From an optimization exercise on the open Yosys and OpenROAD flow, aimed at small area and few clock cycles; shortcuts taken in it are not production practice.
Function was checked by simulation only, so behaviour that the tests miss may differ from the original.

==> try-xenon: inputs <==
// sorted_timed_command_queue_unit
module sorted_timed_command_queue_unit (
  input  logic         clk,
  input  logic         rst_n,
  input  logic         in_tvalid,
  output logic         in_tready,
  input  logic [119:0] in_tdata,
  input  logic [1:0]   in_tuser,
  output logic         out_tvalid,
  input  logic         out_tready,
  output logic [63:0]  out_tdata,
  output logic [1:0]   out_tuser
);
==> module sorted_timed_command_queue_unit, before the edit <==
module sorted_timed_command_queue_unit (
  input  logic         clk,
  input  logic         rst_n,
  input  logic         in_tvalid,
  output logic         in_tready,
  input  logic [119:0] in_tdata,
  input  logic [1:0]   in_tuser,
  output logic         out_tvalid,
  input  logic         out_tready,
  output logic [63:0]  out_tdata,
  output logic [1:0]   out_tuser
);
  localparam int N = 16;
  logic [31:0] in_now, in_delay, in_pay;
  logic [7:0]  in_cmd, in_sub;
  logic [3:0]  in_slot;
  assign in_now   = in_tdata[31:0];
  assign in_delay = in_tdata[63:32];
  assign in_cmd   = in_tdata[71:64];
  assign in_sub   = in_tdata[79:72];
  assign in_pay   = in_tdata[111:80];
  assign in_slot  = in_tdata[115:112];
  logic is_add, is_rem, is_poll;
  assign is_add  = (in_tuser == 2'd0);
  assign is_rem  = (in_tuser == 2'd1);
  assign is_poll = (in_tuser == 2'd2);
  logic [31:0]  due_q  [N];
  logic [7:0]   cmd_q  [N];
  logic [7:0]   sub_q  [N];
  logic [31:0]  pay_q  [N];
  logic [N-1:0] valid_q;
  logic [3:0]   perm_q [N];
  logic [4:0]   count_q;
  logic         out_tvalid_q;
  logic [1:0]   status_q;
  logic [3:0]   slot_q;
  logic [N-1:0] pop_q;
  logic in_fire;
  assign in_tready = !out_tvalid_q || out_tready;
  assign in_fire   = in_tvalid && in_tready;
  logic [32:0] sum;
  logic        sat;
  assign sum = {1'b0, in_now} + {1'b0, in_delay | {32{is_poll}}};
  assign sat = sum[32] && !is_poll;
  function automatic logic gt32(input logic [31:0] a, input logic [31:0] b);
    logic c;
    c = 1'b0;
    for (int i = 0; i < 32; i++) c = (a[i] & ~b[i]) | (a[i] & c) | (~b[i] & c);
    gt32 = c;
  endfunction
  logic [N-1:0] le;
  always_comb begin
    for (int j = 0; j < N; j++) le[j] = sat || !gt32(due_q[j], sum[31:0]);
  end
  logic [N-1:0] held, thr;
  logic [3:0]   pos;
  always_comb begin
    for (int r = 0; r < N; r++) begin
      held[r] = (5'(r) < count_q);
      thr[r]  = held[r] && le[perm_q[r]];
    end
    pos[3] = thr[7];
    pos[2] = (thr[3] && !thr[7]) || thr[11];
    pos[1] = (thr[1] && !thr[3]) || (thr[5] && !thr[7]) || (thr[9] && !thr[11]) || thr[13];
    pos[0] = 1'b0;
    for (int r = 0; r < N; r += 2) begin
      pos[0] = pos[0] || (thr[r] && ((r == N - 2) || !thr[r + 1]));
    end
  end
  logic [N-1:0] free_oh;
  logic [3:0]   free_idx;
  always_comb begin
    logic seen;
    seen     = 1'b0;
    free_idx = '0;
    for (int j = 0; j < N; j++) begin
      free_oh[j] = !valid_q[j] && !seen;
      if (free_oh[j]) free_idx = 4'(j);
      seen       = seen || !valid_q[j];
    end
  end
  logic [3:0]   drank;
  logic [3:0]   dslot;
  logic [N-1:0] dslot_oh, head_oh;
  assign drank = is_poll ? 4'd0 : in_slot;
  assign dslot = perm_q[drank];
  always_comb begin
    for (int j = 0; j < N; j++) begin
      dslot_oh[j] = (dslot == 4'(j));
      head_oh[j]  = (perm_q[0] == 4'(j));
    end
  end
  logic full, head_due, slot_ok, add_ok, del_ok, pop;
  assign full     = (count_q == 5'd16);
  assign head_due = sum[32] && thr[0];
  assign slot_ok  = ({1'b0, in_slot} < count_q);
  assign add_ok   = in_fire && is_add && !full;
  assign pop      = is_poll && head_due;
  assign del_ok   = in_fire && ((is_rem && slot_ok) || pop);
  always_ff @(posedge clk) begin
    for (int j = 0; j < N; j++) begin
      if (add_ok && free_oh[j]) begin
        due_q[j] <= sum[31:0] | {32{sat}};
        cmd_q[j] <= in_cmd;
        sub_q[j] <= in_sub;
        pay_q[j] <= in_pay;
      end
    end
  end
  always_ff @(posedge clk) begin
    for (int r = 0; r < N; r++) begin
      if (add_ok) begin
        if (!thr[r]) begin
          if (r == 0 || thr[(r + N - 1) % N]) perm_q[r] <= free_idx;
          else                                perm_q[r] <= perm_q[(r + N - 1) % N];
        end
      end else if (del_ok) begin
        if (4'(r) >= drank)   perm_q[r] <= perm_q[(r + 1) % N];
      end
    end
  end
  always_ff @(posedge clk) begin
    if (!rst_n) begin
      valid_q      <= '0;
      count_q      <= '0;
      out_tvalid_q <= 1'b0;
    end else begin
      if (add_ok) begin
        valid_q <= valid_q | free_oh;
        count_q <= count_q + 5'd1;
      end else if (del_ok) begin
        valid_q <= valid_q & ~dslot_oh;
        count_q <= count_q - 5'd1;
      end
      out_tvalid_q <= in_fire || (out_tvalid_q && !out_tready);
    end
  end
  always_ff @(posedge clk) begin
    if (in_fire) begin
      if (is_add)       status_q <= full ? 2'd1 : 2'd0;
      else if (is_rem)  status_q <= slot_ok ? 2'd0 : 2'd2;
      else if (is_poll) status_q <= head_due ? 2'd0 : 2'd3;
      else              status_q <= 2'd3;
      slot_q <= (is_add && !full) ? pos : 4'd0;
      pop_q  <= pop ? head_oh : '0;
    end
  end
  logic [7:0]  ocmd, osub;
  logic [31:0] opay;
  always_comb begin
    ocmd = '0;
    osub = '0;
    opay = '0;
    for (int j = 0; j < N; j++) begin
      ocmd = ocmd | (cmd_q[j] & {8{pop_q[j]}});
      osub = osub | (sub_q[j] & {8{pop_q[j]}});
      opay = opay | (pay_q[j] & {32{pop_q[j]}});
    end
  end
  assign out_tvalid = out_tvalid_q;
  assign out_tuser  = status_q;
  assign out_tdata  = {7'd0, count_q, opay, osub, ocmd, slot_q};
endmodule
make LEC_CHECK=0 CAP_MARGIN=20 CORE_MARGIN=2 CORE_UTILIZATION=40 CTS_CLUSTER_DIAMETER=80 CTS_CLUSTER_SIZE=30 GPL_TIMING_DRIVEN=0 SLEW_MARGIN=20 finish   # period 8.0 ns
run.sh (not shown) runs the stock make flow with config.mk's settings and CLKGATE_MAP_FILE= SYNTH_SCRIPT=/design/flow/synth_recipe.tcl, a recipe that flattens the netlist after the stock synthesis.
==> try-tundra (differences from try-xenon) <==
Settings changed: CTS_CLUSTER_DIAMETER 80 to unset, CTS_CLUSTER_SIZE 30 to unset, GPL_TIMING_DRIVEN 0 to unset.
==> try-lagoon (differences from try-xenon) <==
==> flow/design.v (replaced) <==
`timescale 1ns / 1ps
module sorted_timed_command_queue_unit (
  input  logic         clk,
  input  logic         rst_n,
  input  logic         in_tvalid,
  output logic         in_tready,
  input  logic [119:0] in_tdata,
  input  logic [1:0]   in_tuser,
  output logic         out_tvalid,
  input  logic         out_tready,
  output logic [63:0]  out_tdata,
  output logic [1:0]   out_tuser
);
  localparam int N = 16;
  logic [31:0] in_now, in_delay, in_pay;
  logic [7:0]  in_cmd, in_sub;
  logic [3:0]  in_slot;
  assign in_now   = in_tdata[31:0];
  assign in_delay = in_tdata[63:32];
  assign in_cmd   = in_tdata[71:64];
  assign in_sub   = in_tdata[79:72];
  assign in_pay   = in_tdata[111:80];
  assign in_slot  = in_tdata[115:112];
  logic is_add, is_rem, is_poll;
  assign is_add  = (in_tuser == 2'd0);
  assign is_rem  = (in_tuser == 2'd1);
  assign is_poll = (in_tuser == 2'd2);
  logic [31:0] due_q  [N];
  logic [7:0]  cmd_q  [N];
  logic [7:0]  sub_q  [N];
  logic [31:0] pay_q  [N];
  logic [3:0]  rank_q [N];
  logic [N-1:0] valid_q;
  logic [4:0]   count_q;
  logic         out_tvalid_q;
  logic [1:0]   status_q;
  logic [3:0]   slot_q;
  logic [N-1:0] pop_q;
  logic in_fire;
  assign in_tready = !out_tvalid_q || out_tready;
  assign in_fire   = in_tvalid && in_tready;
  logic [32:0] sum;
  logic [31:0] key;
  assign sum = {1'b0, in_now} + {1'b0, in_delay | {32{is_poll}}};
  assign key = (sum[32] && !is_poll) ? 32'hFFFF_FFFF : sum[31:0];
  logic [N-1:0] le;
  logic [4:0]   pos;
  always_comb begin
    pos = '0;
    for (int j = 0; j < N; j++) begin
      le[j] = valid_q[j] && (due_q[j] <= key);
      pos   = pos + 5'(le[j]);
    end
  end
  logic [N-1:0] free_oh;
  always_comb begin
    logic seen;
    seen = 1'b0;
    for (int j = 0; j < N; j++) begin
      free_oh[j] = !valid_q[j] && !seen;
      seen       = seen || !valid_q[j];
    end
  end
  logic [3:0]   drank;
  logic [N-1:0] tgt, behind;
  assign drank = is_poll ? 4'd0 : in_slot;
  always_comb begin
    for (int j = 0; j < N; j++) begin
      tgt[j]    = valid_q[j] && (rank_q[j] == drank);
      behind[j] = valid_q[j] && (rank_q[j] >  drank);
    end
  end
  logic full, head_due, add_ok, del_ok, pop;
  assign full     = valid_q[N-1] && (&valid_q);
  assign head_due = sum[32] && (|le);
  assign add_ok   = in_fire && is_add && !full;
  assign pop      = is_poll && head_due;
  assign del_ok   = in_fire && ((is_rem && (|tgt)) || pop);
  always_ff @(posedge clk) begin
    for (int j = 0; j < N; j++) begin
      if (add_ok && free_oh[j]) begin
        due_q[j] <= key;
        cmd_q[j] <= in_cmd;
        sub_q[j] <= in_sub;
        pay_q[j] <= in_pay;
      end
      if (add_ok) begin
        if (free_oh[j])               rank_q[j] <= pos[3:0];
        else if (valid_q[j] && !le[j]) rank_q[j] <= rank_q[j] + 4'd1;
      end else if (del_ok && behind[j]) begin
        rank_q[j] <= rank_q[j] - 4'd1;
      end
    end
  end
  always_ff @(posedge clk) begin
    if (!rst_n) begin
      valid_q      <= '0;
      count_q      <= '0;
      out_tvalid_q <= 1'b0;
    end else begin
      if (add_ok) begin
        valid_q <= valid_q | free_oh;
        count_q <= count_q + 5'd1;
      end else if (del_ok) begin
        valid_q <= valid_q & ~tgt;
        count_q <= count_q - 5'd1;
      end
      out_tvalid_q <= in_fire || (out_tvalid_q && !out_tready);
    end
  end
  always_ff @(posedge clk) begin
    if (in_fire) begin
      if (is_add)       status_q <= full ? 2'd1 : 2'd0;
      else if (is_rem)  status_q <= (|tgt) ? 2'd0 : 2'd2;
      else if (is_poll) status_q <= head_due ? 2'd0 : 2'd3;
      else              status_q <= 2'd3;
      slot_q <= (is_add && !full) ? pos[3:0] : 4'd0;
      pop_q  <= pop ? tgt : '0;
    end
  end
  logic [7:0]  ocmd, osub;
  logic [31:0] opay;
  always_comb begin
    ocmd = '0;
    osub = '0;
    opay = '0;
    for (int j = 0; j < N; j++) begin
      ocmd = ocmd | (cmd_q[j] & {8{pop_q[j]}});
      osub = osub | (sub_q[j] & {8{pop_q[j]}});
      opay = opay | (pay_q[j] & {32{pop_q[j]}});
    end
  end
  assign out_tvalid = out_tvalid_q;
  assign out_tuser  = status_q;
  assign out_tdata  = {7'd0, count_q, opay, osub, ocmd, slot_q};
endmodule
Settings changed: CTS_CLUSTER_DIAMETER 80 to unset, CTS_CLUSTER_SIZE 30 to unset, GPL_TIMING_DRIVEN 0 to unset.
==> comparison <==
try-tundra went through all stages and came out clean. try-xenon went through all stages and came out clean. try-lagoon ran to the end with violations: setup timing.
In try-lagoon the die area is larger than in try-tundra, by 1.8%.
The lowest via count belongs to try-lagoon, the highest to try-xenon.
Design area: try-lagoon > try-tundra > try-xenon.
First-iteration DRC count: try-lagoon < try-tundra < try-xenon.
Against try-lagoon, the synthesized cell count of try-xenon is higher by about 2.7%.
Cell count: try-xenon < try-tundra < try-lagoon.
Testbench counts of try-xenon, summed over its fixed seeds: cycles 12,008.
Testbench counts of try-tundra, summed over its fixed seeds: cycles 12,008.
Testbench counts of try-lagoon, summed over its fixed seeds: cycles 12,008.

[port drivers added, routing unchanged]
The results above use ideal ports. As a check the final layouts listed here were re-extracted and re-timed, cells and wires unchanged.
Step 1: set_driving_cell puts a clkbuf_16 on clk and a buf_2 on each other input, an assumption about the parent block.
Step 2, shift: input delay + t, output delay - t, t = (earliest + latest rising clock arrival at the registers) / 2. This alone moves slack from input paths to output paths.
a / b / c = ideal ports / drivers / drivers and shift; a / b = the first two.
run	t, ns	setup WS [ns]	worst setup path at the end
try-xenon	0.787	0.177 / 0.225 / -0.562	input to register
try-tundra	0.855	0.263 / 0.311 / -0.545	input to register
try-lagoon	0.859	-1.577 / -1.517 / -2.376	input to register
With both steps, setup timing fails in try-xenon and try-tundra, where it was met with ideal ports. The setup slack of try-tundra, which loses most, moves by +0.048 ns with the drivers and by -0.808 ns with both steps.
